From an optimization exercise on the open Yosys and OpenROAD flow, aimed at small area and a short achievable clock period; shortcuts taken in it are not production practice. Only simulation tests tie the RTL to the original design; equivalence was not proved. Power and IR drop assume default switching activity.

File: flow/design.v
package dsc_pkg;
    localparam int TOLERANCE    = 5;
    localparam int Q_BITS       = 19;
    localparam int CFG_IDX_BITS = 1;
    localparam logic [CFG_IDX_BITS-1:0] CFG_DEPTH_LOW  = CFG_IDX_BITS'(0);
    localparam logic [CFG_IDX_BITS-1:0] CFG_DEPTH_HIGH = CFG_IDX_BITS'(1);
    localparam logic [2:0] SEG_VIOLET = 3'd0;
    localparam logic [2:0] SEG_BLUE   = 3'd1;
    localparam logic [2:0] SEG_CYAN   = 3'd2;
    localparam logic [2:0] SEG_GREEN  = 3'd3;
    localparam logic [2:0] SEG_YELLOW = 3'd4;
    localparam logic [2:0] SEG_RED    = 3'd5;
    localparam logic [2:0] SEG_BLACK  = 3'd6;
    function automatic logic [7:0] level257(input logic [16:0] v);
        if (v == 17'd0) level257 = 8'd0;
        else            level257 = 8'(v[16:8] - {8'd0, {1'b0, v[7:0]} <= v[16:8]});
    endfunction
endpackage
import dsc_pkg::*;
module dsc_div #(
    parameter logic [18:0] CUT  = 19'h7FFFF,
    parameter int          SIDE = 2
) (
    input  logic              i_clk,
    input  logic              i_rst_n,
    input  logic              i_v,
    input  logic [15:0]       i_n25,
    input  logic [10:0]       i_den,
    input  logic [SIDE-1:0]   i_side,
    output logic              o_v,
    output logic [18:0]       o_q,
    output logic [SIDE-1:0]   o_side
);
    logic [10:0]     w_r    [20];
    logic [4:0]      w_n    [20];
    logic [18:0]     w_q    [20];
    logic [10:0]     w_den  [20];
    logic [SIDE-1:0] w_side [20];
    logic            w_v    [20];
    assign w_r[0]    = i_n25[15:5];
    assign w_n[0]    = i_n25[4:0];
    assign w_q[0]    = '0;
    assign w_den[0]  = ~i_den;
    assign w_side[0] = i_side;
    assign w_v[0]    = i_v;
    for (genvar s = 0; s < 19; s++) begin : g_row
        localparam int B = 18 - s;
        logic [11:0] n_t;
        logic [12:0] n_sub;
        logic        n_ge;
        logic [10:0] n_r;
        logic [18:0] n_q;
        assign n_t  = {w_r[s], (B >= 14) ? w_n[s][4] : 1'b0};
        assign n_sub = {1'b0, n_t} + {2'b11, w_den[s]} + 13'd1;
        assign n_ge  = !n_sub[12];
        assign n_r   = n_ge ? n_sub[10:0] : n_t[10:0];
        assign n_q  = w_q[s] | (19'(n_ge) << B);
        if (CUT[s]) begin : g_reg
            logic [10:0]     r_r;
            logic [4:0]      r_n;
            logic [18:0]     r_q;
            logic [10:0]     r_den;
            logic [SIDE-1:0] r_side;
            logic            r_v;
            always_ff @(posedge i_clk) begin
                if (!i_rst_n) r_v <= 1'b0;
                else          r_v <= w_v[s];
            end
            always_ff @(posedge i_clk) begin
                r_r    <= n_r;
                r_n    <= {w_n[s][3:0], 1'b0};
                r_q    <= n_q;
                r_den  <= w_den[s];
                r_side <= w_side[s];
            end
            assign w_r[s+1]    = r_r;
            assign w_n[s+1]    = r_n;
            assign w_q[s+1]    = r_q;
            assign w_den[s+1]  = r_den;
            assign w_side[s+1] = r_side;
            assign w_v[s+1]    = r_v;
        end else begin : g_comb
            assign w_r[s+1]    = n_r;
            assign w_n[s+1]    = {w_n[s][3:0], 1'b0};
            assign w_q[s+1]    = n_q;
            assign w_den[s+1]  = w_den[s];
            assign w_side[s+1] = w_side[s];
            assign w_v[s+1]    = w_v[s];
        end
    end
    assign o_v    = w_v[19];
    assign o_q    = w_q[19];
    assign o_side = w_side[19];
endmodule
import dsc_pkg::*;
module dsc_cdiv #(
    parameter logic [8:0] CUT  = 9'h1FF,
    parameter int         SIDE = 1
) (
    input  logic              i_clk,
    input  logic              i_rst_n,
    input  logic              i_v,
    input  logic [16:0]       i_x,
    input  logic [2:0]        i_seg,
    input  logic [16:0]       i_t,
    input  logic [SIDE-1:0]   i_side,
    output logic              o_v,
    output logic [16:0]       o_c,
    output logic [15:0]       o_u,
    output logic [4:0]        o_vrem,
    output logic [2:0]        o_seg,
    output logic [SIDE-1:0]   o_side
);
    function automatic logic [6:0] span(input logic [2:0] seg);
        case (seg)
            SEG_VIOLET: span = 7'd90;
            SEG_BLUE:   span = 7'd50;
            SEG_CYAN:   span = 7'd20;
            SEG_GREEN:  span = 7'd70;
            default:    span = 7'd65;
        endcase
    endfunction
    function automatic logic [8:0] span3(input logic [2:0] seg);
        case (seg)
            SEG_VIOLET: span3 = 9'd270;
            SEG_BLUE:   span3 = 9'd150;
            SEG_CYAN:   span3 = 9'd60;
            SEG_GREEN:  span3 = 9'd210;
            default:    span3 = 9'd195;
        endcase
    endfunction
    logic [6:0]      w_rr   [10];
    logic [11:0]     w_xn   [10];
    logic [17:0]     w_c    [10];
    logic [4:0]      w_fr   [10];
    logic [11:0]     w_tn   [10];
    logic [15:0]     w_u    [10];
    logic [2:0]      w_seg  [10];
    logic [SIDE-1:0] w_side [10];
    logic            w_v    [10];
    assign w_rr[0]   = {2'b0, i_x[16:12]};
    assign w_xn[0]   = i_x[11:0];
    assign w_c[0]    = '0;
    assign w_fr[0]   = i_t[16:12];
    assign w_tn[0]   = i_t[11:0];
    assign w_u[0]    = '0;
    assign w_seg[0]  = i_seg;
    assign w_side[0] = i_side;
    assign w_v[0]    = i_v;
    for (genvar k = 0; k < 9; k++) begin : g_row
        localparam int B = 16 - 2 * k;
        logic [6:0]  n_s;
        logic [8:0]  n_rt;
        logic [9:0]  n_r1;
        logic [9:0]  n_r2;
        logic [9:0]  n_r3;
        logic [1:0]  n_rq;
        logic [6:0]  n_rr;
        logic [17:0] n_c;
        logic [11:0] n_xn;
        logic [6:0]  n_ft;
        logic [7:0]  n_f1;
        logic [7:0]  n_f2;
        logic [7:0]  n_f3;
        logic [1:0]  n_fq;
        logic [4:0]  n_fr;
        logic [15:0] n_u;
        logic [11:0] n_tn;
        assign n_s  = span(w_seg[k]);
        assign n_rt = {w_rr[k], w_xn[k][11:10]};
        assign n_r1 = {1'b0, n_rt} - {3'b0, n_s};
        assign n_r2 = {1'b0, n_rt} - {2'b0, n_s, 1'b0};
        assign n_r3 = {1'b0, n_rt} - {1'b0, span3(w_seg[k])};
        assign n_rq = !n_r3[9] ? 2'd3 : !n_r2[9] ? 2'd2 : !n_r1[9] ? 2'd1 : 2'd0;
        assign n_rr = !n_r3[9] ? n_r3[6:0] : !n_r2[9] ? n_r2[6:0] : !n_r1[9] ? n_r1[6:0] : n_rt[6:0];
        assign n_c  = w_c[k] | (18'(n_rq) << B);
        assign n_xn = {w_xn[k][9:0], 2'b0};
        if (k == 0) begin : g_nofade
            assign n_fr = w_fr[k];
            assign n_u  = w_u[k];
            assign n_tn = w_tn[k];
        end else begin : g_fade
            assign n_ft = {w_fr[k], w_tn[k][11:10]};
            assign n_f1 = {1'b0, n_ft} - 8'd25;
            assign n_f2 = {1'b0, n_ft} - 8'd50;
            assign n_f3 = {1'b0, n_ft} - 8'd75;
            assign n_fq = !n_f3[7] ? 2'd3 : !n_f2[7] ? 2'd2 : !n_f1[7] ? 2'd1 : 2'd0;
            assign n_fr = !n_f3[7] ? n_f3[4:0] : !n_f2[7] ? n_f2[4:0] : !n_f1[7] ? n_f1[4:0] : n_ft[4:0];
            assign n_u  = w_u[k] | (16'(n_fq) << B);
            assign n_tn = {w_tn[k][9:0], 2'b0};
        end
        if (CUT[k]) begin : g_reg
            logic [6:0]      r_rr;
            logic [11:0]     r_xn;
            logic [17:0]     r_c;
            logic [4:0]      r_fr;
            logic [11:0]     r_tn;
            logic [15:0]     r_u;
            logic [2:0]      r_seg;
            logic [SIDE-1:0] r_side;
            logic            r_v;
            always_ff @(posedge i_clk) begin
                if (!i_rst_n) r_v <= 1'b0;
                else          r_v <= w_v[k];
            end
            always_ff @(posedge i_clk) begin
                r_rr   <= n_rr;
                r_xn   <= n_xn;
                r_c    <= n_c;
                r_fr   <= n_fr;
                r_tn   <= n_tn;
                r_u    <= n_u;
                r_seg  <= w_seg[k];
                r_side <= w_side[k];
            end
            assign w_rr[k+1]   = r_rr;
            assign w_xn[k+1]   = r_xn;
            assign w_c[k+1]    = r_c;
            assign w_fr[k+1]   = r_fr;
            assign w_tn[k+1]   = r_tn;
            assign w_u[k+1]    = r_u;
            assign w_seg[k+1]  = r_seg;
            assign w_side[k+1] = r_side;
            assign w_v[k+1]    = r_v;
        end else begin : g_comb
            assign w_rr[k+1]   = n_rr;
            assign w_xn[k+1]   = n_xn;
            assign w_c[k+1]    = n_c;
            assign w_fr[k+1]   = n_fr;
            assign w_tn[k+1]   = n_tn;
            assign w_u[k+1]    = n_u;
            assign w_seg[k+1]  = w_seg[k];
            assign w_side[k+1] = w_side[k];
            assign w_v[k+1]    = w_v[k];
        end
    end
    assign o_v    = w_v[9];
    assign o_c    = w_c[9][16:0];
    assign o_u    = w_u[9];
    assign o_vrem = w_fr[9];
    assign o_seg  = w_seg[9];
    assign o_side = w_side[9];
endmodule
import dsc_pkg::*;
module depth_to_spectrum_color #(
    parameter int DEPTH_BITS = 11
) (
    input  logic                               i_clk,
    input  logic                               i_rst_n,
    input  logic                               start,
    output logic                               busy,
    input  logic                               i_cfg_we,
    input  logic [dsc_pkg::CFG_IDX_BITS-1:0]   i_cfg_idx,
    input  logic [DEPTH_BITS-1:0]              i_cfg_data,
    input  logic [DEPTH_BITS-1:0]              i_depth_sample,
    input  logic                               i_frame_end_in,
    output logic                               o_valid,
    output logic [7:0]                         o_blue_level,
    output logic [7:0]                         o_green_level,
    output logic [7:0]                         o_red_level,
    output logic                               o_frame_end_out
);
    localparam logic [18:0] DIV_CUT  = 19'h7FFFF;
    localparam logic [8:0]  CDIV_CUT = 9'h1FF;
    assign busy = 1'b0;
    logic        r0_v;
    logic [10:0] r0_d;
    logic        r0_fe;
    logic        r0_we;
    logic        r0_idx;
    logic [10:0] r0_data;
    logic [10:0] r_lo;
    logic [10:0] r_hi;
    always_ff @(posedge i_clk) begin
        if (!i_rst_n) begin
            r0_v  <= 1'b0;
            r0_we <= 1'b0;
        end else begin
            r0_v  <= start;
            r0_we <= i_cfg_we;
        end
    end
    always_ff @(posedge i_clk) begin
        r0_d    <= i_depth_sample;
        r0_fe   <= i_frame_end_in;
        r0_idx  <= i_cfg_idx;
        r0_data <= i_cfg_data;
    end
    always_ff @(posedge i_clk) begin
        if (!i_rst_n) begin
            r_lo <= 11'd909;
            r_hi <= 11'd930;
        end else if (r0_we) begin
            if (r0_idx == CFG_DEPTH_HIGH) r_hi <= r0_data;
            else                          r_lo <= r0_data;
        end
    end
    logic [11:0] n_d5;
    logic        n_ib;
    logic        r1_v;
    logic        r1_fe;
    logic [10:0] r1_diff;
    logic [10:0] r1_den;
    assign n_d5 = {1'b0, r0_d} + 12'(TOLERANCE);
    assign n_ib = (r_hi > r_lo) && (n_d5 >= {1'b0, r_lo}) && (n_d5 <= {1'b0, r_hi});
    always_ff @(posedge i_clk) begin
        if (!i_rst_n) r1_v <= 1'b0;
        else          r1_v <= r0_v;
    end
    always_ff @(posedge i_clk) begin
        r1_fe   <= r0_fe;
        r1_diff <= 11'(n_d5 - {1'b0, r_lo});
        r1_den  <= n_ib ? (r_hi - r_lo) : 11'd0;
    end
    logic        r2n_v;
    logic        r2n_fe;
    logic [15:0] r2n_n25;
    logic [10:0] r2n_den;
    always_ff @(posedge i_clk) begin
        if (!i_rst_n) r2n_v <= 1'b0;
        else          r2n_v <= r1_v;
    end
    always_ff @(posedge i_clk) begin
        r2n_fe   <= r1_fe;
        r2n_n25  <= ({5'b0, r1_diff} << 4) + ({5'b0, r1_diff} << 3) + {5'b0, r1_diff};
        r2n_den  <= r1_den;
    end
    logic        div_v;
    logic [18:0] div_q;
    logic        div_fe;
    dsc_div #(
        .CUT  (DIV_CUT),
        .SIDE (1)
    ) u_div (
        .i_clk   (i_clk),
        .i_rst_n (i_rst_n),
        .i_v     (r2n_v),
        .i_n25   (r2n_n25),
        .i_den   (r2n_den),
        .i_side  (r2n_fe),
        .o_v     (div_v),
        .o_q     (div_q),
        .o_side  (div_fe)
    );
    logic [8:0]  n_qk;
    logic [2:0]  n_seg;
    logic [18:0] n_x;
    logic        n_near;
    logic        n_far;
    logic [18:0] n_tfar;
    logic [4:0]  n_tgt;
    logic [2:0]  n_m;
    logic        r3b_v;
    logic [16:0] r3b_x;
    logic [2:0]  r3b_seg;
    logic [16:0] r3b_t;
    logic [3:0]  r3b_side;
    assign n_qk = div_q[18:10];
    always_comb begin
        if (n_qk > 9'd400) begin
            n_seg = SEG_BLACK;
            n_x   = '0;
        end else if (n_qk < 9'd90) begin
            n_seg = SEG_VIOLET;
            n_x   = 19'(90 * 1024) - div_q;
        end else if (n_qk < 9'd140) begin
            n_seg = SEG_BLUE;
            n_x   = div_q - 19'(90 * 1024);
        end else if (n_qk < 9'd160) begin
            n_seg = SEG_CYAN;
            n_x   = 19'(160 * 1024) - div_q;
        end else if (n_qk < 9'd230) begin
            n_seg = SEG_GREEN;
            n_x   = div_q - 19'(160 * 1024);
        end else if (n_qk < 9'd295) begin
            n_seg = SEG_YELLOW;
            n_x   = 19'(295 * 1024) - div_q;
        end else begin
            n_seg = SEG_RED;
            n_x   = '0;
        end
    end
    assign n_near = n_qk < 9'd70;
    assign n_far  = div_q > 19'(330 * 1024);
    assign n_tfar = 19'(400 * 1024) - div_q;
    for (genvar i = 0; i < 5; i++) begin : g_tgt
        assign n_tgt[i] = n_near ? (div_q > 19'(14336 * i)) : (div_q < 19'(400 * 1024 - 14336 * i));
    end
    always_comb begin
        if (!(n_near || n_far)) n_m = 3'd7;
        else if (n_tgt[4])      n_m = 3'd5;
        else if (n_tgt[3])      n_m = 3'd4;
        else if (n_tgt[2])      n_m = 3'd3;
        else if (n_tgt[1])      n_m = 3'd2;
        else if (n_tgt[0])      n_m = 3'd1;
        else                    n_m = 3'd0;
    end
    always_ff @(posedge i_clk) begin
        if (!i_rst_n) r3b_v <= 1'b0;
        else          r3b_v <= div_v;
    end
    always_ff @(posedge i_clk) begin
        r3b_x    <= n_x[16:0];
        r3b_seg  <= n_seg;
        r3b_t    <= n_near ? div_q[16:0] : (n_far ? n_tfar[16:0] : 17'd0);
        r3b_side <= {n_m, div_fe};
    end
    logic        cd_v;
    logic [16:0] cd_c;
    logic [15:0] cd_u;
    logic [4:0]  cd_vrem;
    logic [2:0]  cd_seg;
    logic [3:0]  cd_side;
    dsc_cdiv #(
        .CUT  (CDIV_CUT),
        .SIDE (4)
    ) u_cdiv (
        .i_clk   (i_clk),
        .i_rst_n (i_rst_n),
        .i_v     (r3b_v),
        .i_x     (r3b_x),
        .i_seg   (r3b_seg),
        .i_t     (r3b_t),
        .i_side  (r3b_side),
        .o_v     (cd_v),
        .o_c     (cd_c),
        .o_u     (cd_u),
        .o_vrem  (cd_vrem),
        .o_seg   (cd_seg),
        .o_side  (cd_side)
    );
    logic        n_fade;
    logic        n_corr;
    logic [15:0] n_f;
    logic        r4_v;
    logic [16:0] r4_c;
    logic [16:0] r4_f;
    logic [2:0]  r4_seg;
    logic [1:0]  r4_side;
    assign n_fade = cd_side[3:1] != 3'd7;
    assign n_corr = cd_vrem < {2'b0, cd_side[3:1]};
    assign n_f    = cd_u + (n_corr ? 16'd19660 : 16'd19661);
    always_ff @(posedge i_clk) begin
        if (!i_rst_n) r4_v <= 1'b0;
        else          r4_v <= cd_v;
    end
    always_ff @(posedge i_clk) begin
        if (cd_seg == SEG_RED) r4_c <= n_fade ? {1'b0, n_f} : 17'h10000;
        else                   r4_c <= cd_c;
        r4_f    <= (n_fade && cd_seg == SEG_VIOLET) ? {1'b0, n_f} : 17'h10000;
        r4_seg  <= cd_seg;
        r4_side <= {n_fade, cd_side[0]};
    end
    function automatic logic [33:0] csa_s(input logic [33:0] a, input logic [33:0] b, input logic [33:0] c);
        csa_s = a ^ b ^ c;
    endfunction
    function automatic logic [33:0] csa_c(input logic [33:0] a, input logic [33:0] b, input logic [33:0] c);
        csa_c = {((a & b) | (a & c) | (b & c)), 1'b0};
    endfunction
    localparam logic [33:0] BOOTH_K = 34'h2AAAC0000;
    logic [18:0] n_fx;
    logic [8:0]  n_neg;
    logic [33:0] n_pp [10];
    logic [33:0] n_l1 [7];
    logic [33:0] n_l2 [5];
    assign n_fx = {1'b0, r4_f, 1'b0};
    for (genvar j = 0; j < 9; j++) begin : g_booth
        logic        n_one;
        logic        n_two;
        logic [17:0] n_mag;
        logic [18:0] n_u;
        assign n_neg[j] = n_fx[2*j+2] & ~(n_fx[2*j+1] & n_fx[2*j]);
        assign n_one    = n_fx[2*j+1] ^ n_fx[2*j];
        assign n_two    = (n_fx[2*j+2] & ~n_fx[2*j+1] & ~n_fx[2*j]) | (~n_fx[2*j+2] & n_fx[2*j+1] & n_fx[2*j]);
        assign n_mag    = ({18{n_one}} & {1'b0, r4_c}) | ({18{n_two}} & {r4_c, 1'b0});
        assign n_u      = {~n_neg[j], n_mag ^ {18{n_neg[j]}}};
        assign n_pp[j]  = (34'(n_u) << (2 * j)) & ~34'hFF;
    end
    assign n_pp[9] = BOOTH_K | (34'(n_neg[8]) << 16) | (34'(n_neg[7]) << 14) | (34'(n_neg[6]) << 12)
                   | (34'(n_neg[5]) << 10) | (34'(n_neg[4]) << 8);
    for (genvar i = 0; i < 3; i++) begin : g_l1
        assign n_l1[2*i]   = csa_s(n_pp[3*i], n_pp[3*i+1], n_pp[3*i+2]);
        assign n_l1[2*i+1] = csa_c(n_pp[3*i], n_pp[3*i+1], n_pp[3*i+2]);
    end
    assign n_l1[6] = n_pp[9];
    for (genvar i = 0; i < 2; i++) begin : g_l2
        assign n_l2[2*i]   = csa_s(n_l1[3*i], n_l1[3*i+1], n_l1[3*i+2]);
        assign n_l2[2*i+1] = csa_c(n_l1[3*i], n_l1[3*i+1], n_l1[3*i+2]);
    end
    assign n_l2[4] = n_l1[6];
    logic        r5_v;
    logic [33:0] r5_m [5];
    logic [7:0]  r5_lf;
    logic [2:0]  r5_seg;
    logic        r5_fe;
    always_ff @(posedge i_clk) begin
        if (!i_rst_n) r5_v <= 1'b0;
        else          r5_v <= r4_v;
    end
    always_ff @(posedge i_clk) begin
        for (int i = 0; i < 5; i++) r5_m[i] <= n_l2[i];
        r5_lf   <= r4_side[1] ? dsc_pkg::level257(r4_f) : 8'd255;
        r5_seg  <= r4_seg;
        r5_fe   <= r4_side[0];
    end
    logic [33:0] n_l4 [4];
    logic [33:0] n_l5 [3];
    logic [33:0] n_l6 [2];
    assign n_l4[0] = csa_s(r5_m[0], r5_m[1], r5_m[2]);
    assign n_l4[1] = csa_c(r5_m[0], r5_m[1], r5_m[2]);
    assign n_l4[2] = r5_m[3];
    assign n_l4[3] = r5_m[4];
    assign n_l5[0] = csa_s(n_l4[0], n_l4[1], n_l4[2]);
    assign n_l5[1] = csa_c(n_l4[0], n_l4[1], n_l4[2]);
    assign n_l5[2] = n_l4[3];
    assign n_l6[0] = csa_s(n_l5[0], n_l5[1], n_l5[2]);
    assign n_l6[1] = csa_c(n_l5[0], n_l5[1], n_l5[2]);
    logic        r6_v;
    logic [33:0] r6_a;
    logic [33:0] r6_b;
    logic [7:0]  r6_lf;
    logic [2:0]  r6_seg;
    logic        r6_fe;
    always_ff @(posedge i_clk) begin
        if (!i_rst_n) r6_v <= 1'b0;
        else          r6_v <= r5_v;
    end
    always_ff @(posedge i_clk) begin
        r6_a    <= n_l6[0];
        r6_b    <= n_l6[1];
        r6_lf   <= r5_lf;
        r6_seg  <= r5_seg;
        r6_fe   <= r5_fe;
    end
    logic [33:0] n_prod;
    logic        r7_v;
    logic [16:0] r7_p;
    logic [7:0]  r7_lf;
    logic [2:0]  r7_seg;
    logic        r7_fe;
    assign n_prod = r6_a + r6_b;
    always_ff @(posedge i_clk) begin
        if (!i_rst_n) r7_v <= 1'b0;
        else          r7_v <= r6_v;
    end
    always_ff @(posedge i_clk) begin
        r7_p    <= n_prod[32:16];
        r7_lf   <= r6_lf;
        r7_seg  <= r6_seg;
        r7_fe   <= r6_fe;
    end
    logic       r8_v;
    logic [7:0] r8_lp;
    logic [7:0] r8_lf;
    logic [2:0] r8_seg;
    logic       r8_fe;
    always_ff @(posedge i_clk) begin
        if (!i_rst_n) r8_v <= 1'b0;
        else          r8_v <= r7_v;
    end
    always_ff @(posedge i_clk) begin
        r8_lp   <= dsc_pkg::level257(r7_p);
        r8_lf   <= r7_lf;
        r8_seg  <= r7_seg;
        r8_fe   <= r7_fe;
    end
    logic [7:0] n_r;
    logic [7:0] n_g;
    logic [7:0] n_b;
    always_comb begin
        n_r = '0;
        n_g = '0;
        n_b = '0;
        case (r8_seg)
            SEG_VIOLET: begin n_r = r8_lp;  n_b = r8_lf;  end
            SEG_BLUE:   begin n_g = r8_lp;  n_b = 8'd255; end
            SEG_CYAN:   begin n_g = 8'd255; n_b = r8_lp;  end
            SEG_GREEN:  begin n_r = r8_lp;  n_g = 8'd255; end
            SEG_YELLOW: begin n_r = 8'd255; n_g = r8_lp;  end
            SEG_RED:    begin n_r = r8_lp;  end
            default:    ;
        endcase
    end
    always_ff @(posedge i_clk) begin
        if (!i_rst_n) o_valid <= 1'b0;
        else          o_valid <= r8_v;
    end
    always_ff @(posedge i_clk) begin
        o_red_level     <= n_r;
        o_green_level   <= n_g;
        o_blue_level    <= n_b;
        o_frame_end_out <= r8_fe;
    end
endmodule
File: flow/run.sh
#!/bin/bash
# synth_recipe.tcl (not shown) runs the flow's synth.tcl, then flattens the netlist and writes it again
# the make line also repeats each setting of config.mk as NAME=value (left out here)
make -C /OpenROAD-flow-scripts/flow DESIGN_CONFIG=/design/flow/config.mk WORK_HOME=/design/flow/orfs CLKGATE_MAP_FILE= SYNTH_SCRIPT=/design/flow/synth_recipe.tcl finish
File: flow/config.mk
export PLATFORM = sky130hd
export DESIGN_NAME = depth_to_spectrum_color
export DESIGN_NICKNAME = depth_to_spectrum_color
export VERILOG_FILES = /design/flow/design.v
export SDC_FILE = /design/flow/constraint.sdc
export NUM_CORES = 4
export LEC_CHECK = 0
export CAP_MARGIN = 20
export CORE_MARGIN = 2
export CORE_UTILIZATION = 40
export CTS_BUF_LIST = sky130_fd_sc_hd__clkbuf_16
export CTS_CLUSTER_DIAMETER = 50
export CTS_CLUSTER_SIZE = 30
export SETUP_SLACK_MARGIN = 5
export SLEW_MARGIN = 20
File: flow/constraint.sdc
create_clock -name core_clock -period 8.0 [get_ports {i_clk}]
set_input_delay 1.6000 -clock core_clock [delete_from_list [all_inputs] [get_ports {i_clk}]]
set_output_delay 1.6000 -clock core_clock [all_outputs]
set_load 0.01 [all_outputs]
==> impl_metrics.prom, run 1 <==
# TYPE chip_impl_metric gauge
chip_impl_metric{name="drc_errors",unit=""} 0
chip_impl_metric{name="wl_per_cell",unit="um"} 14.7
chip_impl_metric{name="rows",unit=""} 145
chip_impl_metric{name="critical_path.max_stage_delay",unit="ps"} 300
chip_impl_info{name="synthTopCellsByCount",value="sky130_fd_sc_hd__dfxtp_1, sky130_fd_sc_hd__ha_1, sky130_fd_sc_hd__inv_1, sky130_fd_sc_hd__nand2_1, sky130_fd_sc_hd__nor2_1"} 1
chip_impl_metric{name="number_of_global_route_vias_before_repair",unit=""} 41086
chip_impl_metric{name="worstSkewPairLatency",unit="ps"} 780
chip_impl_info{name="critPathSlowestCell",value="sky130_fd_sc_hd__dfxtp_1"} 1
chip_impl_info{name="endpoint_kind",value="output port"} 1
chip_impl_metric{name="multi_input_area",unit="um^2"} 31700
chip_impl_metric{name="critical_path_buf_inv_count",unit=""} 1
chip_impl_metric{name="ff_latch_area",unit="um^2"} 29000
chip_impl_metric{name="dieWidth",unit="um"} 400
chip_impl_metric{name="design.die.area",unit="um^2"} 160000
chip_impl_metric{name="synth-adder-area-share",unit="%"} 16.4
chip_impl_metric{name="dieHeight",unit="um"} 400
chip_impl_metric{name="synth_compound_gate_area_share",unit="%"} 13.3
chip_impl_info{name="synth_largest_area_cell",value="sky130_fd_sc_hd__dfxtp_1"} 1
chip_impl_metric{name="clk_path_buf_depth",unit=""} 3
chip_impl_metric{name="area_growth_syn_to_layout",unit="%"} 13.3
chip_impl_metric{name="post_synth_net_total",unit=""} 6857
chip_impl_metric{name="cap_violations",unit=""} 0
chip_impl_metric{name="relSlewSlack",unit="%"} 31.5
chip_impl_info{name="combinational_family_with_the_most_area_after_synthesis",value="adder cells"} 1
chip_impl_metric{name="depth_of_the_worst_hold_timing_path",unit=""} 0
chip_impl_metric{name="timing.critical_path.fanout_max",unit=""} 1
chip_impl_metric{name="timing.critical_path.depth",unit=""} 1
chip_impl_metric{name="fin_crit_sh",unit="%"} 36.7
chip_impl_info{name="crit_path_cell_trace",value="dlygate4sd2_1"} 1
chip_impl_metric{name="fmaxAchievable",unit="MHz"} 341
chip_impl_metric{name="placed_area",unit="um^2"} 65200
chip_impl_metric{name="irDropWorstVdd",unit="V"} 0.000218
chip_impl_info{name="worst_setup_path_class",value="reg2out"} 1
chip_impl_metric{name="final_min_period",unit="ps"} 2930
chip_impl_info{name="synth_flop_cell",value="sky130_fd_sc_hd__dfxtp_1"} 1
chip_impl_metric{name="worstPathRequired",unit="ps"} 6400
chip_impl_metric{name="final_design_area_no_fill",unit="um^2"} 70900
chip_impl_metric{name="synth.ff_latch_count",unit=""} 1447
chip_impl_metric{name="grt_first_pass_wirelength",unit="um"} 203000
chip_impl_info{name="crit_path_start_kind",value="flop"} 1
chip_impl_metric{name="final_antenna_net_count",unit=""} 0
chip_impl_metric{name="post_route_cells_drive_above_1_share",unit="%"} 9.06
chip_impl_info{name="synth_top_cells_by_area",value="sky130_fd_sc_hd__dfxtp_1, sky130_fd_sc_hd__ha_1, sky130_fd_sc_hd__fa_1, sky130_fd_sc_hd__xnor2_1, sky130_fd_sc_hd__o21ai_0"} 1
chip_impl_info{name="status",value="timing/DRC/antenna clean"} 1
chip_impl_metric{name="dp_slack",unit="ps"} 4760
chip_impl_metric{name="place_hpwl",unit="um"} 90800
chip_impl_metric{name="total_leakage_power",unit="nW"} 30.0
chip_impl_info{name="critical-path-top-delay-family",value="flip-flops"} 1
chip_impl_metric{name="report.power.total",unit="W"} 0.0340
chip_impl_metric{name="fillCellCount",unit=""} 14406
chip_impl_metric{name="setup_viol",unit=""} 0
chip_impl_metric{name="yosysSeqAreaShare",unit="%"} 46.3
chip_impl_metric{name="dr_total_vias",unit=""} 41928
chip_impl_metric{name="grt_max_degree",unit=""} 62
chip_impl_info{name="rsz0062_at_grt",value="false"} 1
chip_impl_metric{name="synth.mux.area_fraction",unit="%"} 4.05
chip_impl_metric{name="critical_path_arrival",unit="ps"} 1330
chip_impl_metric{name="floorplan.core_area",unit="um^2"} 156000
chip_impl_metric{name="post_synth_instance_area",unit="um^2"} 62600
chip_impl_metric{name="totalWireLength",unit="um"} 123000
chip_impl_metric{name="synthDominantCellAreaShare",unit="%"} 46.3
chip_impl_metric{name="post_synth_num_cell_types",unit=""} 79
chip_impl_metric{name="cts-htree-levels",unit=""} 4
chip_impl_info{name="tritoncts",value="done"} 1
chip_impl_metric{name="r2r_cells",unit=""} 7
chip_impl_metric{name="drt-pass1-iter-count",unit=""} 8
chip_impl_metric{name="synth_simple_gate_area_share",unit="%"} 10.9
chip_impl_metric{name="layout.nets",unit=""} 6921
chip_impl_metric{name="timing.clock.skew",unit="ps"} 50.6
chip_impl_metric{name="start_util",unit="%"} 40.2
chip_impl_metric{name="postSynth.asyncResetShare",unit="%"} 0
chip_impl_info{name="most_numerous_cell_in_the_yosys_netlist",value="sky130_fd_sc_hd__dfxtp_1"} 1
chip_impl_metric{name="number_of_buffers_created_by_cts",unit=""} 138
chip_impl_metric{name="pwr_density_cell",unit="nW/um^2"} 480
chip_impl_metric{name="cts_hold_repair.buffers",unit=""} 0
chip_impl_metric{name="netlist_instances",unit=""} 6099
chip_impl_metric{name="boundaryPins",unit=""} 55
chip_impl_metric{name="hold_violations",unit=""} 0
chip_impl_metric{name="antenna-diode-count",unit=""} 0
chip_impl_metric{name="number_of_enable_type_register_cells_in_the_synthesized_netlist",unit=""} 0
chip_impl_metric{name="synth_xor_xnor_area_share",unit="%"} 5.43
chip_impl_metric{name="vias_per_cell",unit=""} 5.03
chip_impl_metric{name="gr-usage-all-layers",unit="%"} 15.2
chip_impl_info{name="clockRootBuffer",value="sky130_fd_sc_hd__clkbuf_16"} 1
chip_impl_metric{name="timing.setup.tns",unit="ps"} 0
chip_impl_metric{name="gr-total-overflow",unit=""} 0
chip_impl_info{name="worst_hold_path_type",value="reg2reg"} 1
chip_impl_metric{name="synth-warning-count",unit=""} 25
chip_impl_metric{name="worst_slew_pin_slew",unit="ps"} 1030
chip_impl_metric{name="final-max-slew-violation-count",unit=""} 0
chip_impl_metric{name="port_buffers",unit=""} 53
chip_impl_metric{name="clk_pin_slew",unit="ps"} 100
chip_impl_metric{name="dr.first_iter.drc_count",unit=""} 2198
chip_impl_metric{name="cts_sink_count",unit=""} 1447
chip_impl_metric{name="grt_antenna_before_repair",unit=""} 1
chip_impl_metric{name="routabilityCongestion",unit=""} 0.854
chip_impl_metric{name="timing.final.ws_setup",unit="ps"} 5070
chip_impl_metric{name="synth.avg_cell_area",unit="um^2"} 10.3
==> power by group <==
group,total [W],switching [W],internal [W]
clock,0.00713,0.00327,0.00386
combinational,0.0150,0.00794,0.00706
sequential,0.0119,0.00196,0.00994
==> final cells by class <==
type | count | area share [%]
clock buffer | 143 | 5.05
clock inverter | 112 | 2.28
inverter | 433 | 2.29
multi-input combinational | 4057 | 44.7
sequential | 1447 | 40.9
tap | 2058 | 3.63
timing repair buffer | 86 | 1.09
==> registers in the layout (all words and copies together), names as in the netlist, 23 cells and up <==
signal	count
n_l4	24
r5_m	60
r6_a	24
r6_b	23
u_cdiv.g_row.g_reg.r_c	81
u_cdiv.g_row.g_reg.r_fr	45
u_cdiv.g_row.g_reg.r_rr	56
u_cdiv.g_row.g_reg.r_seg	27
u_cdiv.g_row.g_reg.r_side	36
u_cdiv.g_row.g_reg.r_tn	42
u_cdiv.g_row.g_reg.r_u	70
u_cdiv.g_row.g_reg.r_xn	30
u_div.g_row.g_reg.r_den	198
u_div.g_row.g_reg.r_q	190
u_div.g_row.g_reg.r_r	198
==> per-layer routing <==
metal	GRT usage [%]	routed length, um	vias to the layer above
met2	25.8	58500	746
met5	0	0	-
met3	2.66	4780	239
met1	19.3	55900	19704
li1	-	-	21239
met4	5.38	3350	0
==> per-stage QoR <==
step                      util (%)  hold WS (ps)  std cells
after floorplan                  -           310       6099
after global placement        41.9           310       8072
after detailed placement      41.9           312       8072
after CTS                     45.3           290       8329
after global routing          45.5           287       8336
final                         45.5           289       8336
==> layout by cell type, fill, tap and decap left out, types with 149 or more instances in the layout <==
cell type                 netlist  layout
sky130_fd_sc_hd__fa_1         149     149
sky130_fd_sc_hd__inv_1        431     435
sky130_fd_sc_hd__mux2_2       152     152
sky130_fd_sc_hd__a21oi_1      275     269
sky130_fd_sc_hd__o21ai_0      342     332
sky130_fd_sc_hd__dfxtp_1     1447    1425
sky130_fd_sc_hd__ha_1         581     577
sky130_fd_sc_hd__nor2_1       355     349
sky130_fd_sc_hd__nand2_1      393     388
sky130_fd_sc_hd__xnor2_1      261     261
==> logic make-up (layout without fill, tap and decap cells) <==
group,Yosys count,count (layout)
and+or+nand+nor,1413,1413
muxes,234,234
buffers and inverters,595,774
other,1,1
DFF,1447,1447
adders and majority gates,730,730
xor gates and xnor gates,388,388
AOI/OAI and AO/OA,1291,1291
==> what timing repair did <==
| item | in CTS | in global routing |
|---|---|---|
| pin swaps | 3 | 5 |
| gates resized for setup | 67 | 98 |
| cloned | 0 | 1 |
| setup endpoints to repair | 132 | 248 |
| buffers inserted | 2 | 6 |
==> final timing paths <==
path                                         start                               endpoint  slack, ps
max                     o_blue_level[4]$_SDFF_PN0_                        o_blue_level[4]       5070
min          u_cdiv.g_row[5].g_reg.r_c[12]$_DFF_P_  u_cdiv.g_row[6].g_reg.r_c[12]$_DFF_P_        290
max reg2reg                    r4_f[10]$_SDFF_PN0_                    r5_m[0][20]$_DFF_P_       5150
min reg2reg  u_cdiv.g_row[5].g_reg.r_c[12]$_DFF_P_  u_cdiv.g_row[6].g_reg.r_c[12]$_DFF_P_        290
==> run 2, diff against run 1 <==
--- a/flow/config.mk
+++ b/flow/config.mk
@@ -8,8 +8,8 @@
 export CAP_MARGIN = 20
 export CORE_MARGIN = 2
 export CORE_UTILIZATION = 40
-export CTS_BUF_LIST = sky130_fd_sc_hd__clkbuf_16
+export CTS_BUF_LIST = sky130_fd_sc_hd__clkbuf_4 sky130_fd_sc_hd__clkbuf_8 sky130_fd_sc_hd__clkbuf_16
 export CTS_CLUSTER_DIAMETER = 50
-export CTS_CLUSTER_SIZE = 30
+export CTS_CLUSTER_SIZE = 22
 export SETUP_SLACK_MARGIN = 5
 export SLEW_MARGIN = 20
==> run 2 against run 1 <==
Against the previous run:
- via count hardly changed
- register-to-register slack worse by 30 ps
- count of clock-buffer cells in the layout is 8 higher
- combinational power hardly changed
- global-route usage hardly changed
- first-iteration DRC count is 0.59% lower
- flip-flop and latch count stayed put
- critical endpoint is now o_blue_level[6]
- largest power group unchanged
==> impl_metrics.prom, run 2 <==
# TYPE chip_impl_metric gauge
chip_impl_info{name="status",value="timing/DRC/antenna clean"} 1
chip_impl_info{name="clockRootBuffer",value="sky130_fd_sc_hd__clkbuf_16"} 1
chip_impl_metric{name="number_of_enable_type_register_cells_in_the_synthesized_netlist",unit=""} 0
chip_impl_metric{name="timing.critical_path.depth",unit=""} 1
chip_impl_metric{name="global_route_met1_utilization",unit="%"} 19.3
chip_impl_metric{name="cts-htree-levels",unit=""} 4
chip_impl_info{name="worst_setup_path_class",value="reg2out"} 1
chip_impl_metric{name="final_antenna_net_count",unit=""} 0
chip_impl_metric{name="r2r_cells",unit=""} 8
chip_impl_info{name="worst_hold_path_type",value="reg2reg"} 1
chip_impl_metric{name="vias_per_cell",unit=""} 5.03
chip_impl_metric{name="gr-usage-all-layers",unit="%"} 15.2
chip_impl_metric{name="rows",unit=""} 145
chip_impl_metric{name="grt_max_degree",unit=""} 62
chip_impl_metric{name="hold_violations",unit=""} 0
chip_impl_metric{name="cts_hold_repair.buffers",unit=""} 0
chip_impl_metric{name="total_leakage_power",unit="nW"} 30.0
chip_impl_metric{name="number_of_global_route_vias_before_repair",unit=""} 41102
chip_impl_info{name="rr_endpoint",value="r3b_x[12]$_SDFF_PP0_"} 1
chip_impl_info{name="layout_common_cells",value="sky130_fd_sc_hd__dfxtp_1, sky130_fd_sc_hd__ha_1, sky130_fd_sc_hd__inv_1, sky130_fd_sc_hd__nand2_1, sky130_fd_sc_hd__nor2_1"} 1
chip_impl_metric{name="post_synth_instance_area",unit="um^2"} 62600
chip_impl_metric{name="timing.clock.skew",unit="ps"} 43.1
chip_impl_metric{name="totalWireLength",unit="um"} 122000
chip_impl_info{name="grt-busiest-layer",value="met2"} 1
chip_impl_metric{name="critical_path_buf_inv_count",unit=""} 1
chip_impl_metric{name="cap_violations",unit=""} 0
chip_impl_metric{name="final_design_area_no_fill",unit="um^2"} 70800
chip_impl_info{name="critical-path-top-delay-family",value="flip-flops"} 1
chip_impl_metric{name="drt-pass1-iter-count",unit=""} 7
chip_impl_info{name="synth_top_cells_by_area",value="sky130_fd_sc_hd__dfxtp_1, sky130_fd_sc_hd__ha_1, sky130_fd_sc_hd__fa_1, sky130_fd_sc_hd__xnor2_1, sky130_fd_sc_hd__o21ai_0"} 1
chip_impl_metric{name="netlist_instances",unit=""} 6099
chip_impl_info{name="r2r_start",value="u_div.g_row[18].g_reg.r_q[0]$_DFF_P_"} 1
chip_impl_info{name="synth_flop_cell",value="sky130_fd_sc_hd__dfxtp_1"} 1
chip_impl_metric{name="reg2reg_setup_slack",unit="ps"} 5120
chip_impl_info{name="synthTopCellsByCount",value="sky130_fd_sc_hd__dfxtp_1, sky130_fd_sc_hd__ha_1, sky130_fd_sc_hd__inv_1, sky130_fd_sc_hd__nand2_1, sky130_fd_sc_hd__nor2_1"} 1
chip_impl_metric{name="grt_first_pass_wirelength",unit="um"} 202000
chip_impl_metric{name="start_util",unit="%"} 40.2
chip_impl_metric{name="place_hpwl",unit="um"} 90800
chip_impl_metric{name="synth-warning-count",unit=""} 25
chip_impl_metric{name="area_growth_syn_to_layout",unit="%"} 13.2
chip_impl_metric{name="clk_path_buf_depth",unit=""} 3
chip_impl_metric{name="final_min_period",unit="ps"} 2930
chip_impl_metric{name="critical_path.max_stage_delay",unit="ps"} 300
chip_impl_metric{name="final-max-slew-violation-count",unit=""} 0
chip_impl_metric{name="dieWidth",unit="um"} 400
chip_impl_metric{name="wl_per_cell",unit="um"} 14.7
chip_impl_metric{name="timing.setup.tns",unit="ps"} 0
chip_impl_info{name="rsz0062_at_grt",value="false"} 1
chip_impl_metric{name="grt_util_met2",unit="%"} 25.7
chip_impl_metric{name="synth.ff_latch_count",unit=""} 1447
chip_impl_metric{name="synthDominantCellAreaShare",unit="%"} 46.3
chip_impl_metric{name="worstPathRequired",unit="ps"} 6400
chip_impl_metric{name="critical_path_arrival",unit="ps"} 1330
chip_impl_metric{name="routabilityCongestion",unit=""} 0.854
chip_impl_metric{name="dr.first_iter.drc_count",unit=""} 2185
chip_impl_metric{name="postSynth.asyncResetShare",unit="%"} 0
chip_impl_info{name="critPathSlowestCell",value="sky130_fd_sc_hd__dfxtp_1"} 1
chip_impl_metric{name="post_synth_net_total",unit=""} 6857
chip_impl_metric{name="port_buffers",unit=""} 53
chip_impl_info{name="worstSetupStartpoint",value="o_blue_level[6]$_SDFF_PN0_"} 1
chip_impl_metric{name="grt_antenna_before_repair",unit=""} 1
chip_impl_metric{name="post_route_cells_drive_above_1_share",unit="%"} 9.08
chip_impl_metric{name="fin_crit_sh",unit="%"} 36.6
chip_impl_metric{name="cts_sink_count",unit=""} 1447
chip_impl_info{name="cp-endpoint",value="o_blue_level[6]"} 1
chip_impl_metric{name="yosysSeqAreaShare",unit="%"} 46.3
chip_impl_metric{name="floorplan.core_area",unit="um^2"} 156000
chip_impl_metric{name="design.die.area",unit="um^2"} 160000
chip_impl_metric{name="fillCellCount",unit=""} 14417
chip_impl_metric{name="clk_pin_slew",unit="ps"} 70
chip_impl_info{name="crit_path_cell_trace",value="dlygate4sd2_1"} 1
chip_impl_metric{name="number_of_buffers_created_by_cts",unit=""} 138
chip_impl_info{name="crit_path_start_kind",value="flop"} 1
chip_impl_metric{name="synth.avg_cell_area",unit="um^2"} 10.3
chip_impl_info{name="most_common_cell_after_layout_fill_and_taps_aside",value="sky130_fd_sc_hd__dfxtp_1"} 1
chip_impl_info{name="most_numerous_cell_in_the_yosys_netlist",value="sky130_fd_sc_hd__dfxtp_1"} 1
chip_impl_info{name="tritoncts",value="done"} 1
chip_impl_metric{name="timing.critical_path.fanout_max",unit=""} 1
chip_impl_metric{name="worstSkewPairLatency",unit="ps"} 770
chip_impl_metric{name="drc_errors",unit=""} 0
chip_impl_metric{name="post_synth_num_cell_types",unit=""} 79
chip_impl_info{name="synth_largest_area_cell",value="sky130_fd_sc_hd__dfxtp_1"} 1
chip_impl_metric{name="irDropWorstVdd",unit="V"} 0.000218
chip_impl_metric{name="boundaryPins",unit=""} 55
chip_impl_metric{name="grt.met3_usage",unit="%"} 2.62
chip_impl_info{name="largest_registers",value="u_div.g_row.g_reg.r_den (198), u_div.g_row.g_reg.r_r (198), u_div.g_row.g_reg.r_q (190)"} 1
chip_impl_metric{name="dieHeight",unit="um"} 400
chip_impl_metric{name="layout.nets",unit=""} 6921
chip_impl_metric{name="gr-total-overflow",unit=""} 0
chip_impl_metric{name="setup_viol",unit=""} 0
chip_impl_metric{name="relSlewSlack",unit="%"} 33.6
chip_impl_metric{name="fmaxAchievable",unit="MHz"} 341
chip_impl_metric{name="placed_area",unit="um^2"} 65200
chip_impl_metric{name="pwr_density_cell",unit="nW/um^2"} 480
chip_impl_info{name="endpoint_kind",value="output port"} 1
chip_impl_metric{name="dr_total_vias",unit=""} 41902
chip_impl_metric{name="worst_slew_pin_slew",unit="ps"} 994
-- run 2: worst min path at each step --
| stage | startpoint | to | depth (start not counted) |
|---|---|---|---|
| 6_report | u_cdiv.g_row[7].g_reg.r_side[0]$_DFF_P_ | u_cdiv.g_row[8].g_reg.r_side[0]$_DFF_P_ | 0 |
| 3_5_place_dp | r5_lf[7]$_SDFF_PN1_ | r6_lf[7]$_DFF_P_ | 0 |
| 3_3_place_gp | u_div.g_row[7].g_reg.r_q[14]$_DFF_P_ | u_div.g_row[8].g_reg.r_q[14]$_DFF_P_ | 0 |
| 4_1_cts | r1_den[8]$_SDFF_PN0_ | r2n_den[8]$_DFF_P_ | 0 |
| 5_1_grt | r1_den[8]$_SDFF_PN0_ | r2n_den[8]$_DFF_P_ | 0 |
| 2_1_floorplan | r8_fe$_DFF_P_ | o_frame_end_out$_DFF_P_ | 0 |
-- run 2: layout make-up --
| cell class | count | area [um^2] | area share, % |
|---|---|---|---|
| Antenna cell | 1 | 2.50 | 0.00353 |
| Sequential cell | 1447 | 29000 | 40.9 |
| Multi-Input combinational cell | 4057 | 31700 | 44.8 |
| Tap cell | 2058 | 2570 | 3.63 |
| Clock buffer | 151 | 3640 | 5.14 |
| Clock inverter | 101 | 1520 | 2.14 |
| Inverter | 433 | 1630 | 2.29 |
| Timing Repair Buffer | 86 | 777 | 1.10 |
-- run 2: metal layers --
metal	share of wire [%]	up-vias
met3	3.9	241
met2	48	748
met5	0	-
met4	2.9	0
li1	-	21245
met1	46	19668
-- run 2: repair_timing --
| item | 4_1_cts | 5_1_grt |
|---|---|---|
| setup endpoints to repair | 125 | 237 |
| resized for setup | 66 | 93 |
| hold endpoints to repair | 0 | 0 |
| cloned | 0 | 1 |
| buffers inserted | 2 | 6 |
| pin swaps | 3 | 5 |
-- run 2: kinds of logic (layout without fill, tap and decap cells) --
group	count (synthesis)	in the layout	synth area share (%)
buffers and inverters	595	771	3.60
AO/OA/AOI/OAI	1291	1291	13.3
flip-flops	1447	1447	46.3
other	1	2	0.00599
multiplexers	234	234	4.05
XOR/XNOR	388	388	5.43
AND/OR/NAND/NOR	1413	1413	10.9
adder cells (fa/ha/maj)	730	730	16.4
-- run 2: power by group --
part           leakage, nW  internal (W)  switching, W
clock                 2.49       0.00397       0.00315
combinational         15.5       0.00706       0.00793
sequential            12.0       0.00994       0.00196
total                 30.0        0.0210        0.0130
-- run 2: metrics by stage --
step                      utilization, %  power (W)  cells  hold slack (ps)  worst slack [ps]
after CTS                           45.2     0.0342   8326              295              5000
after global routing                45.5     0.0369   8333              304              4980
after floorplan                        -     0.0230   6099              310              5170
after detailed placement            41.9     0.0267   8072              312              4760
after global placement              41.9     0.0264   8072              310              4760
final                               45.5     0.0340   8334              304              5070
==> run 3, diff against run 2 <==
--- a/flow/config.mk
+++ b/flow/config.mk
@@ -7,8 +7,8 @@
 export LEC_CHECK = 0
 export CAP_MARGIN = 20
 export CORE_MARGIN = 2
-export CORE_UTILIZATION = 40
-export CTS_BUF_LIST = sky130_fd_sc_hd__clkbuf_4 sky130_fd_sc_hd__clkbuf_8 sky130_fd_sc_hd__clkbuf_16
+export CORE_UTILIZATION = 50
+export CTS_BUF_LIST = sky130_fd_sc_hd__clkbuf_8
 export CTS_CLUSTER_DIAMETER = 50
 export CTS_CLUSTER_SIZE = 22
 export SETUP_SLACK_MARGIN = 5
==> run 3 against run 2 <==
Against the previous run:
- via count is 0.90% lower
- wire length down 1.1%
- combinational power hardly changed
- final cell count is 5.2% lower
- count of clock-buffer cells in the layout decreased by 9
- clock power down 33%
- largest cell class unchanged
- still clean on timing, DRC and antenna
- first-iteration DRC count decreased by 0.32%
- largest power group unchanged
- design area is 3.8% lower
- non-clock buffer count did not move
- sequential power about the same
- maximum frequency hardly changed
- worst setup slack barely moved
==> impl_metrics.prom, run 3 <==
# TYPE chip_impl_metric gauge
chip_impl_metric{name="critical_path_buf_inv_count",unit=""} 1
chip_impl_info{name="synthTopCellsByCount",value="sky130_fd_sc_hd__dfxtp_1, sky130_fd_sc_hd__ha_1, sky130_fd_sc_hd__inv_1, sky130_fd_sc_hd__nand2_1, sky130_fd_sc_hd__nor2_1"} 1
chip_impl_info{name="r2r_start",value="u_div.g_row[18].g_reg.r_q[0]$_DFF_P_"} 1
chip_impl_info{name="most_numerous_cell_in_the_yosys_netlist",value="sky130_fd_sc_hd__dfxtp_1"} 1
chip_impl_metric{name="depth_of_the_worst_hold_timing_path",unit=""} 0
chip_impl_metric{name="post_synth_num_cell_types",unit=""} 79
chip_impl_metric{name="report.power.total",unit="W"} 0.0315
chip_impl_metric{name="total_leakage_power",unit="nW"} 29.0
chip_impl_metric{name="relSlewSlack",unit="%"} 35.5
chip_impl_metric{name="routabilityCongestion",unit=""} 0.872
chip_impl_metric{name="dieWidth",unit="um"} 358
chip_impl_metric{name="layout.nets",unit=""} 6916
chip_impl_metric{name="area_growth_syn_to_layout",unit="%"} 8.91
chip_impl_metric{name="fmaxAchievable",unit="MHz"} 341
chip_impl_info{name="critPathSlowestCell",value="sky130_fd_sc_hd__dfxtp_2"} 1
chip_impl_metric{name="timing.final.ws_setup",unit="ps"} 5070
chip_impl_metric{name="post_synth_instance_area",unit="um^2"} 62600
chip_impl_info{name="layout_common_cells",value="sky130_fd_sc_hd__dfxtp_1, sky130_fd_sc_hd__ha_1, sky130_fd_sc_hd__inv_1, sky130_fd_sc_hd__nand2_1, sky130_fd_sc_hd__nor2_1"} 1
chip_impl_metric{name="gr-total-overflow",unit=""} 0
chip_impl_metric{name="timing.setup.tns",unit="ps"} 0
chip_impl_metric{name="clk_pin_slew",unit="ps"} 110
chip_impl_metric{name="critical_path.max_stage_delay",unit="ps"} 340
chip_impl_metric{name="grt_antenna_before_repair",unit=""} 4
chip_impl_metric{name="wl_per_cell",unit="um"} 15.3
chip_impl_metric{name="number_of_global_route_vias_before_repair",unit=""} 40306
chip_impl_info{name="synth_top_cells_by_area",value="sky130_fd_sc_hd__dfxtp_1, sky130_fd_sc_hd__ha_1, sky130_fd_sc_hd__fa_1, sky130_fd_sc_hd__xnor2_1, sky130_fd_sc_hd__o21ai_0"} 1
chip_impl_metric{name="worstPathRequired",unit="ps"} 6400
chip_impl_metric{name="place_hpwl",unit="um"} 90600
chip_impl_info{name="min_to",value="u_cdiv.g_row[1].g_reg.r_c[16]$_DFF_P_"} 1
chip_impl_metric{name="port_buffers",unit=""} 53
chip_impl_info{name="critical-path-top-delay-family",value="flip-flops"} 1
chip_impl_metric{name="floorplan.core_area",unit="um^2"} 124000
chip_impl_metric{name="synth-warning-count",unit=""} 25
chip_impl_metric{name="totalWireLength",unit="um"} 121000
chip_impl_info{name="hold_path.startpoint",value="u_cdiv.g_row[0].g_reg.r_c[16]$_SDFF_PN1_"} 1
chip_impl_metric{name="synthDominantCellAreaShare",unit="%"} 46.3
chip_impl_info{name="tritoncts",value="done"} 1
chip_impl_metric{name="synth.ff_latch_count",unit=""} 1447
chip_impl_metric{name="number_of_buffers_created_by_cts",unit=""} 132
chip_impl_info{name="synth_flop_cell",value="sky130_fd_sc_hd__dfxtp_1"} 1
chip_impl_metric{name="synth.avg_cell_area",unit="um^2"} 10.3
chip_impl_metric{name="design.die.area",unit="um^2"} 128000
chip_impl_metric{name="grt_first_pass_wirelength",unit="um"} 200000
chip_impl_info{name="clockRootBuffer",value="sky130_fd_sc_hd__clkbuf_8"} 1
chip_impl_metric{name="dp_slack",unit="ps"} 4490
chip_impl_info{name="crit_path_cell_trace",value="buf_6"} 1
chip_impl_info{name="crit_path_start_kind",value="flop"} 1
chip_impl_metric{name="dr_total_vias",unit=""} 41526
chip_impl_metric{name="critical_path_arrival",unit="ps"} 1330
chip_impl_metric{name="dr.first_iter.drc_count",unit=""} 2178
chip_impl_metric{name="yosysSeqAreaShare",unit="%"} 46.3
chip_impl_info{name="largest_registers",value="u_div.g_row.g_reg.r_den (198), u_div.g_row.g_reg.r_r (198), u_div.g_row.g_reg.r_q (190)"} 1
chip_impl_info{name="synth_largest_area_cell",value="sky130_fd_sc_hd__dfxtp_1"} 1
chip_impl_metric{name="timing.clock.skew",unit="ps"} 54.8
chip_impl_metric{name="timing.critical_path.fanout_max",unit=""} 1
chip_impl_metric{name="r2r_cells",unit=""} 8
chip_impl_metric{name="rows",unit=""} 129
chip_impl_metric{name="cts-htree-levels",unit=""} 4
chip_impl_metric{name="drt-pass1-iter-count",unit=""} 5
chip_impl_info{name="rsz0062_at_grt",value="true"} 1
chip_impl_metric{name="cts_sink_count",unit=""} 1447
chip_impl_metric{name="hold_violations",unit=""} 0
chip_impl_info{name="status",value="timing/DRC/antenna clean"} 1
chip_impl_metric{name="clk_path_buf_depth",unit=""} 3
chip_impl_info{name="most_common_cell_after_layout_fill_and_taps_aside",value="sky130_fd_sc_hd__dfxtp_1"} 1
chip_impl_metric{name="number_of_enable_type_register_cells_in_the_synthesized_netlist",unit=""} 0
chip_impl_metric{name="grt_max_degree",unit=""} 62
chip_impl_metric{name="fin_crit_sh",unit="%"} 36.6
chip_impl_metric{name="dieHeight",unit="um"} 358
chip_impl_metric{name="gr-usage-all-layers",unit="%"} 18.9
chip_impl_metric{name="cts_hold_repair.buffers",unit=""} 0
chip_impl_metric{name="setup_viol",unit=""} 0
chip_impl_metric{name="netlist_instances",unit=""} 6099
chip_impl_metric{name="reg2reg_setup_slack",unit="ps"} 5090
chip_impl_info{name="endpoint_kind",value="output port"} 1
chip_impl_info{name="rr_endpoint",value="r3b_x[14]$_SDFF_PP0_"} 1
chip_impl_metric{name="irDropWorstVdd",unit="V"} 0.000236
chip_impl_metric{name="pwr_density_cell",unit="nW/um^2"} 463
chip_impl_metric{name="postSynth.asyncResetShare",unit="%"} 0
chip_impl_metric{name="final_min_period",unit="ps"} 2930
chip_impl_metric{name="final_antenna_net_count",unit=""} 0
chip_impl_metric{name="drc_errors",unit=""} 0
chip_impl_metric{name="vias_per_cell",unit=""} 5.25
chip_impl_metric{name="final-max-slew-violation-count",unit=""} 0
chip_impl_metric{name="post_synth_net_total",unit=""} 6857
chip_impl_metric{name="boundaryPins",unit=""} 55
chip_impl_info{name="worst_hold_path_type",value="reg2reg"} 1
chip_impl_info{name="worst_setup_path_class",value="reg2out"} 1
chip_impl_metric{name="cap_violations",unit=""} 0
chip_impl_metric{name="fillCellCount",unit=""} 11006
chip_impl_metric{name="start_util",unit="%"} 50.5
chip_impl_metric{name="post_route_cells_drive_above_1_share",unit="%"} 9.36
chip_impl_metric{name="worst_slew_pin_slew",unit="ps"} 966
chip_impl_metric{name="worstSkewPairLatency",unit="ps"} 880
-- run 3: area by class of cell --
| cell class | count | area (um^2) | area share, % |
|---|---|---|---|
| Antenna cell | 2 | 5.00 | 0.00734 |
| Clock inverter | 98 | 1100 | 1.62 |
| Inverter | 433 | 1630 | 2.39 |
| Tap cell | 1637 | 2050 | 3.01 |
| Clock buffer | 142 | 1950 | 2.87 |
| Timing Repair Buffer | 86 | 692 | 1.02 |
| Multi-Input combinational cell | 4058 | 31700 | 46.5 |
| Sequential cell | 1447 | 29000 | 42.6 |
-- run 3: per-stage QoR --
step	util (%)	hold WS (ps)	cells	area (um^2)
after global placement	52.2	310	7649	64700
after CTS	54.6	270	7891	67700
after global routing	55.0	280	7902	68100
final	55.0	276	7903	68100
after floorplan	-	310	6099	62600
after detailed placement	52.2	312	7649	64700
-- run 3: cells by family (layout without fill, tap and decap cells) --
logic type	Yosys count	count (layout)	synth area share (%)
compound gates	1291	1292	13.3
xor+xnor	388	388	5.43
fa+ha+maj	730	730	16.4
buf+inv	595	759	3.60
flops	1447	1447	46.3
mux	234	234	4.05
other cells	1	3	0.00599
simple gates	1413	1413	10.9
-- run 3: report_power, final --
| group | switching (W) | internal [W] | leakage [nW] |
|---|---|---|---|
| logic | 0.00782 | 0.00702 | 15.5 |
| clock network | 0.00281 | 0.00197 | 1.53 |
| registers | 0.00199 | 0.00993 | 12.0 |
-- run 3: worst max path at each step --
| stage | start | to | cells past startpoint |
|---|---|---|---|
| after floorplan | r4_f[13]$_SDFF_PN0_ | r5_m[2][26]$_DFF_P_ | 7 |
| after global placement | u_div.g_row[18].g_reg.r_q[0]$_DFF_P_ | r3b_side[2]$_SDFF_PP1_ | 9 |
| after detailed placement | u_div.g_row[18].g_reg.r_q[0]$_DFF_P_ | r3b_side[2]$_SDFF_PP1_ | 9 |
| after CTS | o_valid$_SDFF_PN0_ | o_valid | 1 |
| after global routing | u_div.g_row[18].g_reg.r_q[1]$_DFF_P_ | r3b_side[2]$_SDFF_PP1_ | 9 |
| final | o_blue_level[3]$_SDFF_PN0_ | o_blue_level[3] | 1 |
-- run 3: routing by layer --
layer	part of all wire [%]	wire length [um]	up-vias	global-route usage, %
li1	-	-	21212	-
met1	49	58800	19406	25.9
met2	45	54800	702	30.4
met3	3.7	4490	206	2.94
met4	2.4	2890	0	6.13
met5	0	0	-	0
-- run 3: timing repair --
| item | in CTS | in global routing |
|---|---|---|
| setup buffers | 2 | 9 |
| pin swaps | 2 | 12 |
| gates cloned | 0 | 1 |
| resized for setup | 138 | 105 |
| endpoints found under the setup margin | 111 | 238 |
==> run 4, diff against run 3 <==
--- a/flow/config.mk
+++ b/flow/config.mk
@@ -7,9 +7,10 @@
 export LEC_CHECK = 0
 export CAP_MARGIN = 20
 export CORE_MARGIN = 2
-export CORE_UTILIZATION = 50
+export CORE_UTILIZATION = 40
 export CTS_BUF_LIST = sky130_fd_sc_hd__clkbuf_8
 export CTS_CLUSTER_DIAMETER = 50
 export CTS_CLUSTER_SIZE = 22
 export SETUP_SLACK_MARGIN = 5
 export SLEW_MARGIN = 20
+export TNS_END_PERCENT = 20
==> run 4 against run 3 <==
Against the previous run:
- synthesized cell count is the same
- sequential share of layout area shrank 0.52 points
- power grew 1.6%
- largest cell class unchanged
- register-to-register slack lost 140 ps
- global-route usage shrank 3.8 points
- first-iteration DRC count grew 4.9%
- via count grew 0.49%
- still clean on timing, DRC and antenna
- maximum frequency shrank 4.0%
- die area grew 25%
- final cell count grew 5.5%
- critical path type is now reg2reg
==> impl_metrics.prom, run 4 <==
# TYPE chip_impl_metric gauge
chip_impl_info{name="status",value="timing/DRC/antenna clean"} 1
chip_impl_metric{name="irDropWorstVdd",unit="V"} 0.000244
chip_impl_info{name="most_numerous_cell_in_the_yosys_netlist",value="sky130_fd_sc_hd__dfxtp_1"} 1
chip_impl_metric{name="cts_sink_count",unit=""} 1447
chip_impl_metric{name="port_buffers",unit=""} 53
chip_impl_metric{name="r2r_cells",unit=""} 9
chip_impl_metric{name="worst_slew_pin_slew",unit="ps"} 1030
chip_impl_metric{name="clk_path_buf_depth",unit=""} 3
chip_impl_metric{name="number_of_buffers_created_by_cts",unit=""} 138
chip_impl_metric{name="floorplan.core_area",unit="um^2"} 156000
chip_impl_metric{name="post_route_cells_drive_above_1_share",unit="%"} 8.89
chip_impl_metric{name="hold_slack",unit="ps"} 294
chip_impl_metric{name="totalWireLength",unit="um"} 122000
chip_impl_info{name="tritoncts",value="done"} 1
chip_impl_info{name="synth_flop_cell",value="sky130_fd_sc_hd__dfxtp_1"} 1
chip_impl_metric{name="hold_violations",unit=""} 0
chip_impl_info{name="endpoint_kind",value="flop"} 1
chip_impl_metric{name="clk_pin_slew",unit="ps"} 100
chip_impl_metric{name="dieWidth",unit="um"} 400
chip_impl_metric{name="postSynth.asyncResetShare",unit="%"} 0
chip_impl_info{name="hold_path.startpoint",value="u_cdiv.g_row[7].g_reg.r_side[0]$_DFF_P_"} 1
chip_impl_metric{name="relSlewSlack",unit="%"} 31.6
chip_impl_info{name="worst_setup_path_class",value="reg2reg"} 1
chip_impl_metric{name="routabilityCongestion",unit=""} 0.854
chip_impl_metric{name="grt_first_pass_wirelength",unit="um"} 201000
chip_impl_metric{name="place_hpwl",unit="um"} 90800
chip_impl_metric{name="post_synth_net_total",unit=""} 6857
chip_impl_metric{name="worstPathRequired",unit="ps"} 8740
chip_impl_metric{name="boundaryPins",unit=""} 55
chip_impl_metric{name="depth_of_the_worst_hold_timing_path",unit=""} 0
chip_impl_metric{name="post_synth_instance_area",unit="um^2"} 62600
chip_impl_metric{name="fillCellCount",unit=""} 14619
chip_impl_metric{name="dr_total_vias",unit=""} 41731
chip_impl_metric{name="synth.avg_cell_area",unit="um^2"} 10.3
chip_impl_metric{name="critical_path.max_stage_delay",unit="ps"} 500
chip_impl_metric{name="drc_errors",unit=""} 0
chip_impl_metric{name="cap_violations",unit=""} 0
chip_impl_metric{name="grt_max_degree",unit=""} 62
chip_impl_metric{name="finalNonFillerCells",unit=""} 8338
chip_impl_metric{name="synth.ff_latch_count",unit=""} 1447
chip_impl_info{name="layout_common_cells",value="sky130_fd_sc_hd__dfxtp_1, sky130_fd_sc_hd__ha_1, sky130_fd_sc_hd__inv_1, sky130_fd_sc_hd__nand2_1, sky130_fd_sc_hd__nor2_1"} 1
chip_impl_info{name="r2r_start",value="r1_diff[5]$_DFF_P_"} 1
chip_impl_metric{name="total_leakage_power",unit="nW"} 29.2
chip_impl_metric{name="final_min_period",unit="ps"} 3050
chip_impl_metric{name="setup_viol",unit=""} 0
chip_impl_metric{name="layout.nets",unit=""} 6920
chip_impl_info{name="largest_registers",value="u_div.g_row.g_reg.r_den (198), u_div.g_row.g_reg.r_r (198), u_div.g_row.g_reg.r_q (190)"} 1
chip_impl_info{name="synth_largest_area_cell",value="sky130_fd_sc_hd__dfxtp_1"} 1
chip_impl_metric{name="grt_antenna_before_repair",unit=""} 3
run 4: cell counts after synthesis:
Identical to the previous run, type by type.
run 4: worst max-delay path: cells and delay by family (launching register included):
kind	cells	cell delay (ps)
and+or+nand+nor	1	130
DFF	1	440
AOI/OAI and AO/OA	6	1510
adders and majority gates	2	810
run 4: cell type report:
| type | count | share of cell area [%] |
|---|---|---|
| tap | 2058 | 3.73 |
| sequential | 1447 | 42.1 |
| timing repair buffer | 85 | 0.989 |
| multi-input combinational | 4057 | 45.8 |
| antenna | 6 | 0.0218 |
| clock buffer | 144 | 2.87 |
| inverter | 433 | 2.36 |
| clock inverter | 108 | 2.12 |
run 4: timing repair:
action,4_1_cts,5_1_grt
buffers inserted,0,8
setup endpoints to repair,123,327
hold endpoints to repair,0,0
cloned,0,0
hold buffers,0,0
gates resized for setup,112,72
pin swaps,0,4
run 4: worst max path at each step:
stage,start,slack [ps],end,cells after the start
final,r1_diff[5]$_DFF_P_,4950,r2n_n25[15]$_DFF_P_,9
after global routing,u_div.g_row[1].g_reg.r_den[0]$_DFF_P_,4790,u_div.g_row[2].g_reg.r_r[1]$_DFF_P_,10
after CTS,o_valid$_SDFF_PN0_,4820,o_valid,1
after detailed placement,r3b_seg[2]$_SDFF_PP1_,4760,u_cdiv.g_row[0].g_reg.r_rr[6]$_DFF_P_,7
after global placement,u_div.g_row[18].g_reg.r_q[0]$_DFF_P_,4760,r3b_t[4]$_DFF_P_,10
after floorplan,r4_f[13]$_SDFF_PN0_,5170,r5_m[2][26]$_DFF_P_,7
run 4: kinds of logic after synthesis:
family	synth area share, %
flip-flops	46.3
buffers and inverters	3.60
multiplexers	4.05
AND/OR/NAND/NOR	10.9
AO/OA/AOI/OAI	13.3
adder cells (fa/ha/maj)	16.4
XOR/XNOR	5.43
other	0.00599
run 4: layer usage:
| metal | track usage, % | up-vias | share of wire, % |
|---|---|---|---|
| met5 | 0 | - | 0 |
| met4 | 5.53 | 0 | 2.7 |
| met2 | 25.5 | 711 | 48 |
| li1 | - | 21230 | - |
| met1 | 19.2 | 19570 | 46 |
| met3 | 2.52 | 220 | 3.9 |
run 4: stage by stage:
stage	utilization (%)	cell area (um^2)	total power, W
6_report	44.2	69000	0.0320
5_1_grt	44.2	68900	0.0349
4_1_cts	44.0	68600	0.0322
3_5_place_dp	41.9	65200	0.0267
3_3_place_gp	41.9	65200	0.0264
2_1_floorplan	-	62600	0.0230
run 4: report_power, final:
group          switching (W)  total [W]  internal, W  leakage (nW)
clock network        0.00288    0.00526      0.00237          1.73
logic                0.00790     0.0149      0.00702          15.5
registers            0.00195     0.0119      0.00992          12.0
total                 0.0127     0.0320       0.0193          29.2

==> afterwards: timing with drivers on the ports <==
The flow's constraints put no driver on any port. The routed layouts listed below were extracted and timed again, unchanged, in two steps. Step 1 (the two cells are an assumption about what drives the block):
set clk [get_ports {i_clk}]
set_driving_cell -lib_cell sky130_fd_sc_hd__clkbuf_16 $clk
set_driving_cell -lib_cell sky130_fd_sc_hd__buf_2 [delete_from_list [all_inputs] $clk]
Step 2 times the ports against the registers' clock, not the clock port: input delays grow and output delays shrink by t, the midpoint of the rising clock arrivals with the driver on. a / b / c = ideal / step 1 / step 2; a / b = the first two.
run | shift t [ns] | setup WS [ns] | latest minus earliest clock arrival (ns) | pins driven straight from the clock port
run 1 | 0.841 | 5.067 / 4.987 / 5.148 | 0.063 / 0.063 | 1
run 2 | 0.834 | 5.069 / 4.985 / 5.119 | 0.056 / 0.056 | 1
run 3 | 0.923 | 5.069 / 5.004 / 5.090 | 0.057 / 0.057 | 1
run 4 | 0.925 | 4.947 / 4.881 / 4.947 | 0.093 / 0.092 | 1
After both steps setup and hold are still met in every run listed.
